What follows belongs to an exercise in optimizing a design on an open flow for small area, a short achievable clock period and few clock cycles per item; a production flow would make more cautious choices. The RTL was checked by simulation tests, not by an equivalence proof against the original design.

## flow/design.v (module list and top-level ports; edited modules follow where they fit)
// module cmplx_mult_stream: 3150 lines
module cmplx_mult_stream #(
  parameter int W     = 16,
  parameter int FRAC  = 15,
  parameter int FRAME = 16,
  parameter int ROUND = 1
) (
  input  logic                    clk,
  input  logic                    rst_n,
  input  logic                    clear,
  output logic                    ovf,
  input  logic                    in_valid,
  output logic                    in_ready,
  input  logic signed [W-1:0]     a_re,
  input  logic signed [W-1:0]     a_im,
  input  logic signed [W-1:0]     b_re,
  input  logic signed [W-1:0]     b_im,
  input  logic                    conj_b,
  output logic                    out_valid,
  input  logic                    out_ready,
  output logic signed [W-1:0]     p_re,
  output logic signed [W-1:0]     p_im,
  output logic [$clog2(FRAME)-1:0] p_idx,
  output logic                    p_last
);
  // ...
==> flow/flow/run.sh <==
#!/bin/bash
# Standard ORFS layout, with one extra step between synthesis and floorplan:
# flow/fapol.py re-chooses the polarity of each full adder (a full adder is
# self-dual) and of each xor/xnor gate to remove the inverters that synthesis
# leaves between them. Registers are not touched.
set -euo pipefail
W=$PWD
R=$W/orfs/results/sky130hd/cmplx_mult_stream/base
# 1. the standard synthesis, unchanged
bash standard.sh "$R/1_2_yosys.v" > synth.log 2>&1
# 2. inverter clean-up on the synthesized netlist
cp "$R/1_2_yosys.v" "$W/1_2_yosys_standard.v"
python3 flow/fapol.py "$W/1_2_yosys_standard.v" "$R/1_2_yosys.v" > fapol.log 2>&1
# 3. the rest of the standard flow; the port buffers are plain buf_1 cells
#    (repair_timing resizes them where timing needs it)
BUFFER_PORTS_ARGS="-buffer_cell sky130_fd_sc_hd__buf_1" bash standard.sh > layout.log 2>&1
==> flow/flow/fapol.py <==
#!/usr/bin/env python3
"""Polarity clean-up of full adders in a mapped sky130 netlist.

A full adder is self-dual: FA(~a,~b,~c) = (~sum, ~cout). Synthesis leaves many
inverters between full-adder cells. This pass chooses, for each full adder,
whether it computes on true or on inverted signals, so that as few inverters as
possible are needed, then rewires the netlist. Registers and all other cells are
left as they are; every inverter it adds or keeps is a plain inv_1.

usage: fapol.py in.v out.v
"""
import re, sys, random

src, dst = sys.argv[1], sys.argv[2]
lines = open(src).read().split('\n')

# ---- parse ----
head, insts, tail = [], [], []
i = 0
inst_re = re.compile(r'^  (sky130_fd_sc_hd__\w+) (.+?) \($')
pin_re = re.compile(r'^    \.(\w+)\((.*)\),?$')
ports = set()
state = 'head'
while i < len(lines):
    l = lines[i]
    m = inst_re.match(l)
    if m:
        state = 'inst'
        typ, name = m.group(1), m.group(2)
        pins = []
        i += 1
        while not lines[i].startswith('  );'):
            pm = pin_re.match(lines[i])
            assert pm, lines[i]
            pins.append([pm.group(1), pm.group(2)])
            i += 1
        insts.append({'type': typ, 'name': name, 'pins': pins})
        i += 1
        continue
    if state == 'head':
        head.append(l)
        pm = re.match(r'^\s*(input|output)\s+(\[(\d+):(\d+)\]\s+)?(\S+);', l)
        if pm:
            nm = pm.group(5)
            if pm.group(2):
                hi, lo = int(pm.group(3)), int(pm.group(4))
                for b in range(min(hi, lo), max(hi, lo) + 1):
                    ports.add(f'{nm}[{b}]')
            else:
                ports.add(nm)
    else:
        tail.append(l)
    i += 1
assert any(l.strip() == 'endmodule' for l in tail)
for l in tail:
    assert l.strip() in ('', 'endmodule') or l.strip().startswith('assign') is False, l

OUTPINS = {'X', 'Y', 'Q', 'Q_N', 'SUM', 'COUT', 'HI', 'LO'}
def is_inv(t): return re.fullmatch(r'sky130_fd_sc_hd__inv_\d+', t) is not None
def is_fa(t): return re.fullmatch(r'sky130_fd_sc_hd__fa_\d+', t) is not None
def is_xor(t): return re.fullmatch(r'sky130_fd_sc_hd__x(n?)or2_\d+', t) is not None

driver = {}
for k, ins in enumerate(insts):
    for p, n in ins['pins']:
        if p in OUTPINS:
            assert n not in driver
            driver[n] = (k, p)

removable = set()
for k, ins in enumerate(insts):
    if is_inv(ins['type']):
        pd = dict(ins['pins'])
        if pd['Y'] not in ports and pd['A'] not in ('1\'h0', '1\'h1'):
            removable.add(k)

def base(n):
    par = 0
    seen = 0
    while n in driver and driver[n][0] in removable:
        k = driver[n][0]
        n = dict(insts[k]['pins'])['A']
        par ^= 1
        seen += 1
        assert seen < 100
    return n, par

# loads: list of (inst k, pin index, base net, parity)
loads = []
for k, ins in enumerate(insts):
    if k in removable:
        continue
    for j, (p, n) in enumerate(ins['pins']):
        if p in OUTPINS:
            continue
        b, q = base(n)
        loads.append((k, j, b, q))

fas = [k for k, ins in enumerate(insts) if is_fa(ins['type'])]
xors = [k for k, ins in enumerate(insts) if is_xor(ins['type'])]
x = {k: 0 for k in fas + xors}
xorset = set(xors)
fixed = set()
for k in fas + xors:
    for p, n in insts[k]['pins']:
        if p in OUTPINS and n in ports:
            fixed.add(k)

loads_by_base = {}
for ld in loads:
    loads_by_base.setdefault(ld[2], []).append(ld)
fa_in_bases = {k: set() for k in fas + xors}
for ld in loads:
    if ld[0] in x:
        fa_in_bases[ld[0]].add(ld[2])
fa_out_bases = {k: [n for p, n in insts[k]['pins'] if p in OUTPINS] for k in fas + xors}

def phys(b):
    if b in driver:
        k = driver[b][0]
        if k in x:
            return x[k]
    return 0

def need(ld):
    k, j, b, q = ld
    return q ^ (x[k] if k in x else 0)

def cost(b):
    p = phys(b)
    return 1 if any(ld[0] not in xorset and need(ld) != p for ld in loads_by_base.get(b, [])) else 0

total0 = sum(cost(b) for b in loads_by_base)
def affected(k):
    return fa_in_bases[k] | set(fa_out_bases[k])

improved = True
passes = 0
while improved and passes < 50:
    improved = False
    passes += 1
    order = fas + xors
    for k in order:
        if k in fixed:
            continue
        aff = affected(k)
        before = sum(cost(b) for b in aff)
        x[k] ^= 1
        after = sum(cost(b) for b in aff)
        if after < before:
            improved = True
        else:
            x[k] ^= 1
# simulated annealing on top of the greedy result (deterministic seed)
import math
rng = random.Random(1)
cur = sum(cost(b) for b in loads_by_base)
best = cur
bestx = dict(x)
free = [k for k in fas + xors if k not in fixed]
T0, T1, steps = 2.0, 0.05, 400000
for s_ in range(steps):
    T = T0 * (T1 / T0) ** (s_ / steps)
    k = free[rng.randrange(len(free))]
    aff = affected(k)
    before = sum(cost(b) for b in aff)
    x[k] ^= 1
    after = sum(cost(b) for b in aff)
    d = after - before
    if d <= 0 or rng.random() < math.exp(-d / T):
        cur += d
        if cur < best:
            best = cur
            bestx = dict(x)
    else:
        x[k] ^= 1
x = bestx
total1 = sum(cost(b) for b in loads_by_base)

# ---- rewrite ----
newinv = {}
extra_wires = []
extra_insts = []
def inv_net(b):
    if b not in newinv:
        idx = len(newinv)
        n = f'fapol_n{idx}'
        newinv[b] = n
        extra_wires.append(f'  wire {n};')
        extra_insts.append({'type': 'sky130_fd_sc_hd__inv_1', 'name': f'fapol_inv{idx}',
                            'pins': [['A', b], ['Y', n]]})
    return newinv[b]

xor_c = {}
for k in xors:
    xor_c[k] = x[k] ^ (1 if 'xnor' in insts[k]['type'] else 0)
for ld in loads:
    k, j, b, q = ld
    if k in xorset:
        insts[k]['pins'][j][1] = b
        xor_c[k] ^= q ^ phys(b)
        continue
    if need(ld) == phys(b):
        insts[k]['pins'][j][1] = b
    else:
        insts[k]['pins'][j][1] = inv_net(b)

nswap = 0
for k in xors:
    t = insts[k]['type']
    drive = t.rsplit('_', 1)[1]
    nt = f'sky130_fd_sc_hd__{"xnor2" if xor_c[k] else "xor2"}_{drive}'
    if nt != t:
        nswap += 1
    insts[k]['type'] = nt
    outpin = 'Y' if xor_c[k] else 'X'   # xnor2 drives Y, xor2 drives X
    for pp in insts[k]['pins']:
        if pp[0] in ('X', 'Y'):
            pp[0] = outpin
out = []
for l in head:
    out.append(l)
out.extend(extra_wires)
for k, ins in enumerate(insts + extra_insts):
    if k < len(insts) and k in removable:
        continue
    out.append(f"  {ins['type']} {ins['name']} (")
    ps = ins['pins']
    for j, (p, n) in enumerate(ps):
        out.append(f"    .{p}({n})" + (',' if j < len(ps) - 1 else ''))
    out.append('  );')
out.extend(tail)
open(dst, 'w').write('\n'.join(out))
nflip = sum(x[k] for k in fas)
print(f'fapol: {len(fas)} full adders, {nflip} flipped; {len(xors)} xor/xnor gates, {nswap} swapped; inverters {len(removable)} -> {len(newinv)} '
      f'(cost estimate {total0} -> {total1}, {passes} passes)')
==> flow/standard.sh <==
#!/bin/bash
# synth_recipe.tcl (not shown) runs the flow's synth.tcl, then flattens the netlist and writes it again
# the make line also repeats each setting of config.mk as NAME=value (left out here)
make -C /OpenROAD-flow-scripts/flow DESIGN_CONFIG=/design/flow/config.mk WORK_HOME=/design/flow/orfs CLKGATE_MAP_FILE= SYNTH_SCRIPT=/design/flow/synth_recipe.tcl "${@:-finish}"
==> flow/config.mk <==
export PLATFORM = sky130hd
export DESIGN_NAME = cmplx_mult_stream
export DESIGN_NICKNAME = cmplx_mult_stream
export VERILOG_FILES = /design/flow/design.v
export SDC_FILE = /design/flow/constraint.sdc
export NUM_CORES = 4
export LEC_CHECK = 0
export CAP_MARGIN = 20
export CORE_MARGIN = 2
export CORE_UTILIZATION = 50
export CTS_BUF_LIST = sky130_fd_sc_hd__clkbuf_4 sky130_fd_sc_hd__clkbuf_8
export PLACE_DENSITY = 0.62
export SETUP_SLACK_MARGIN = 5
export SLEW_MARGIN = 20
export TNS_END_PERCENT = 0
==> flow/constraint.sdc <==
create_clock -name core_clock -period 8.5 [get_ports {clk}]
set_input_delay 1.7000 -clock core_clock [delete_from_list [all_inputs] [get_ports {clk}]]
set_output_delay 1.7000 -clock core_clock [all_outputs]
set_load 0.01 [all_outputs]
==> impl_metrics.ini, run 1 <==
[outcome]
result_of_the_run = no timing/DRC/antenna violations

[worst_hold_path]
hp-class = reg2reg
min-delay-start = idx_r[0]
hold_critical_path_endpoint = idx_r[1]

[drt]
post_drt_wl_per_cell_microns = 28.92
antenna_left = 0
total_drc_errors_in_the_routed_layout = 0
met1_wl_microns = 38250
route.vias.total = 23400
met2_length_microns = 45800

[timing]
worstMarginPinSlew_ps = 844.2
finalHoldViolations = 0
max_freq_ghz = 0.2529

[final_layout]
sh_seq_area_pct = 23.20
seq_cells = 270

[setup_path]
critical_path.cell_chain = buf_4, clkbuf_16, a22oi_2, xnor2_1, fa_1, fa_1, fa_1, fa_1, fa_1
crit_cells = 9
critical_path.reg2reg.endpoint = r5_1651

[placement]
dp.cells = 3432
io_buffer_count = 109

[global_route]
number_of_antenna_violations_at_the_first_check_in_global_routing = 3
groute.usage.overall_pct = 32.57
grt_busiest_layer = met2

[floorplan]
pin_count = 110
die-width_microns = 253.6
num_rows = 91

[logic_synthesis]
synth.cell_area_sq_um = 31140
number_of_warning_messages_in_the_yosys_log = 2

[cts]
cts_setup_buffers = 24
Testbench counts, summed over its fixed seeds: cycles 16,024, items 16,000.
==> run 2: changes to the inputs <==
--- a/flow/config.mk
+++ b/flow/config.mk
@@ -11,2 +11,3 @@
 export CTS_BUF_LIST = sky130_fd_sc_hd__clkbuf_4 sky130_fd_sc_hd__clkbuf_8
+export GPL_ROUTABILITY_DRIVEN = 0
 export PLACE_DENSITY = 0.62
==> run 2 against run 1 <==
Net effect: cell count unchanged; largest cell class unchanged; worst setup slack unchanged; first-iteration DRC count unchanged; global-route usage unchanged; via count did not move; flip-flop and latch count unchanged; sequential share of layout area did not move; die area unchanged; register-to-register slack about the same; worst hold slack did not move; count of clock-buffer cells in the layout unchanged.
==> impl_metrics.ini, run 2 <==
[global_route]
number_of_antenna_violations_at_the_first_check_in_global_routing = 3
grt_busiest_layer = met2
grt_use_met1_pct = 42.36
via_count_of_the_first_global_routing_pass = 25150
grt.met2_usage_pct = 49.57
groute.layer.met3.usage_pct = 9.823
groute.usage.overall_pct = 32.57
grt_pass1_wl_microns = 155600
grt_start_max_net_pins = 67
globalRouteOverflowTotal = 0

[floorplan]
design.die.area_sq_um = 64300
die-width_microns = 253.6
num_rows = 91
floorplan.die.height_microns = 253.6
pin_count = 110
placeableCoreArea_sq_um = 61600
initial_utilization_pct = 50.56

[setup_path]
critPathKind = reg2reg
arrival_ps = 4340
critPathLaunchType = flop
crit_path_end_kind = flop
timing.critical_path.fanout_max = 16
crit_required_ps = 8890

[placement]
dp_hpwl_microns = 59170
pre_cts_slack_ps = 3974
io_buffer_count = 109
dp.cells = 3432
place_area_sq_um = 32200

[drt]
antenna_left = 0
postRouteWirelength_microns = 103200
detail_routed_via_count_per_cell = 6.556
route.vias.total = 23400
firstDrtPassIters = 9
drt-initial-drc-count = 3240
total_drc_errors_in_the_routed_layout = 0
post_drt_wl_per_cell_microns = 28.92

[final_layout]
layout.nets = 3352
final-seq-area_sq_um = 8084
most_used_cells_in_the_layout_excluding_fill_and_tap_cells = 443 x sky130_fd_sc_hd__a22oi_1, 430 x sky130_fd_sc_hd__fa_1, 377 x sky130_fd_sc_hd__xnor2_1
area_growth_pct = 11.88
postLayoutCellArea_sq_um = 34850
fraction_of_final_layout_cells_sized_beyond_drive_strength_1_pct = 10.84
multi_input_comb_area_sq_um = 22080
layout_commonest_cell = sky130_fd_sc_hd__a22oi_1
final_cell_count_no_fill = 3569
fillers = 5135

[job]
max-cap-violations = 0

[cts]
clock_tree.htree_level_count = 2
clk_root_buffer_cell = sky130_fd_sc_hd__clkbuf_8
holdBufCountCts = 0
maximum_buffer_depth_of_the_clock_tree = 3
worst_skew_pair.late_latency_ps = 660
cts_tree = yes
cts.clk_slew.worst_paths_ps = 60
clock-sinks = 270
cts_inserted_buffers = 48

[logic_synthesis]
syn_inst = 2679
synth_nets = 3335
synth_area_per_cell_sq_um = 11.63
synth.cell_area_sq_um = 31140
number_of_warning_messages_in_the_yosys_log = 2

[timing]
setup_total_negative_slack_ps = 0
finalWorstSetupSlack_ps = 4546
final_max_slew_viol_count = 0
setup_viol_count_final = 0
max_freq_ghz = 0.2529
finalHoldViolations = 0
hold-worst-slack_ps = 419.3
timing.final.crit_period_ps = 3954
worstMarginPinSlew_ps = 844.2
clock_skew_ps = 50.33
slew_headroom_pct = 43.72
min_period_over_period_pct = 46.52
rsz0062_at_grt = yes

[outcome]
result_of_the_run = no timing/DRC/antenna violations

[worst_hold_path]
hp-class = reg2reg
==> run 2: metal layers <==
metal | routed length [microns] | share of wire [%]
met1 | 38250 | 37
met2 | 45800 | 44
met3 | 13960 | 14
met4 | 5176 | 5.0
met5 | 27 | 0.026
==> run 2: final timing paths <==
kind                          start        to  slack, ps  cells past startpoint
hold / removal             idx_r[0]  idx_r[1]        420                      0
min in group asynchronous     rst_n        ov        920                      1
setup reg to reg             ai[10]   r5_1651       4550                      9
hold reg to reg            idx_r[0]  idx_r[1]        420                      0
setup / recovery             ai[10]   r5_1651       4550                      9
max in group asynchronous     rst_n      pend       7310                      1
==> run 2: final cells by class <==
type	count	share of cell area, %
Tap cell	837	3.005
Clock inverter	28	0.6104
Antenna cell	1	0.007181
Clock buffer	57	2.090
Multi-Input combinational cell	2045	63.37
Sequential cell	270	23.20
Inverter	87	0.9803
Timing Repair Buffer	244	6.740
==> run 2: metrics by stage <==
| step | utilization [%] |
|---|---|
| detailed placement | 52.27 |
| CTS | 55.69 |
| global placement | 52.27 |
| finish | 56.57 |
| floorplan | - |
| global route | 56.57 |
==> run 2: worst max-delay path, stage by stage (launching register included) <==
cell	delay, ps
sky130_fd_sc_hd__edfxtp_1	420
sky130_fd_sc_hd__buf_4	190
sky130_fd_sc_hd__clkbuf_16	220
sky130_fd_sc_hd__a22oi_2	160
sky130_fd_sc_hd__xnor2_1	160
sky130_fd_sc_hd__fa_1	480
sky130_fd_sc_hd__fa_1	610
sky130_fd_sc_hd__fa_1	450
sky130_fd_sc_hd__fa_1	480
sky130_fd_sc_hd__fa_1	500
==> run 2: repair_timing <==
item,CTS,global route
pin swaps,40,61
gates resized for setup,170,92
cloned,10,2
buffers inserted,24,15
setup endpoints to repair,138,253

separate check: timing with driven ports:
In the flow no input, the clock included, has a driving cell. The finished layouts below were timed again as built, in two steps. Step 1 (the two cells are an assumption about what drives the block):
set clk [get_ports {clk}]
set_driving_cell -lib_cell sky130_fd_sc_hd__clkbuf_16 $clk
set_driving_cell -lib_cell sky130_fd_sc_hd__buf_2 [delete_from_list [all_inputs] $clk]
Step 2 adds t to the input delays and takes it off the output delays; t is the mean of the earliest and latest rising clock arrival at the registers after step 1. Input paths then give back, and output paths get back, about the clock's delay inside the block. a / b / c = ideal / step 1 / step 2; a / b = the first two.
run | shift t [ns] | slack for setup (ns) | worst hold slack (ns) | latest minus earliest clock arrival (ns) | worst slew at a driven data input, ns
run 1 | 0.699 | 4.546 / 4.546 / 4.260 | 0.419 / 0.419 / 0.419 | 0.053 / 0.053 | 0.04
run 2 | 0.699 | 4.546 / 4.546 / 4.260 | 0.419 / 0.419 / 0.419 | 0.053 / 0.053 | 0.04
After both steps every run listed still meets setup and hold.
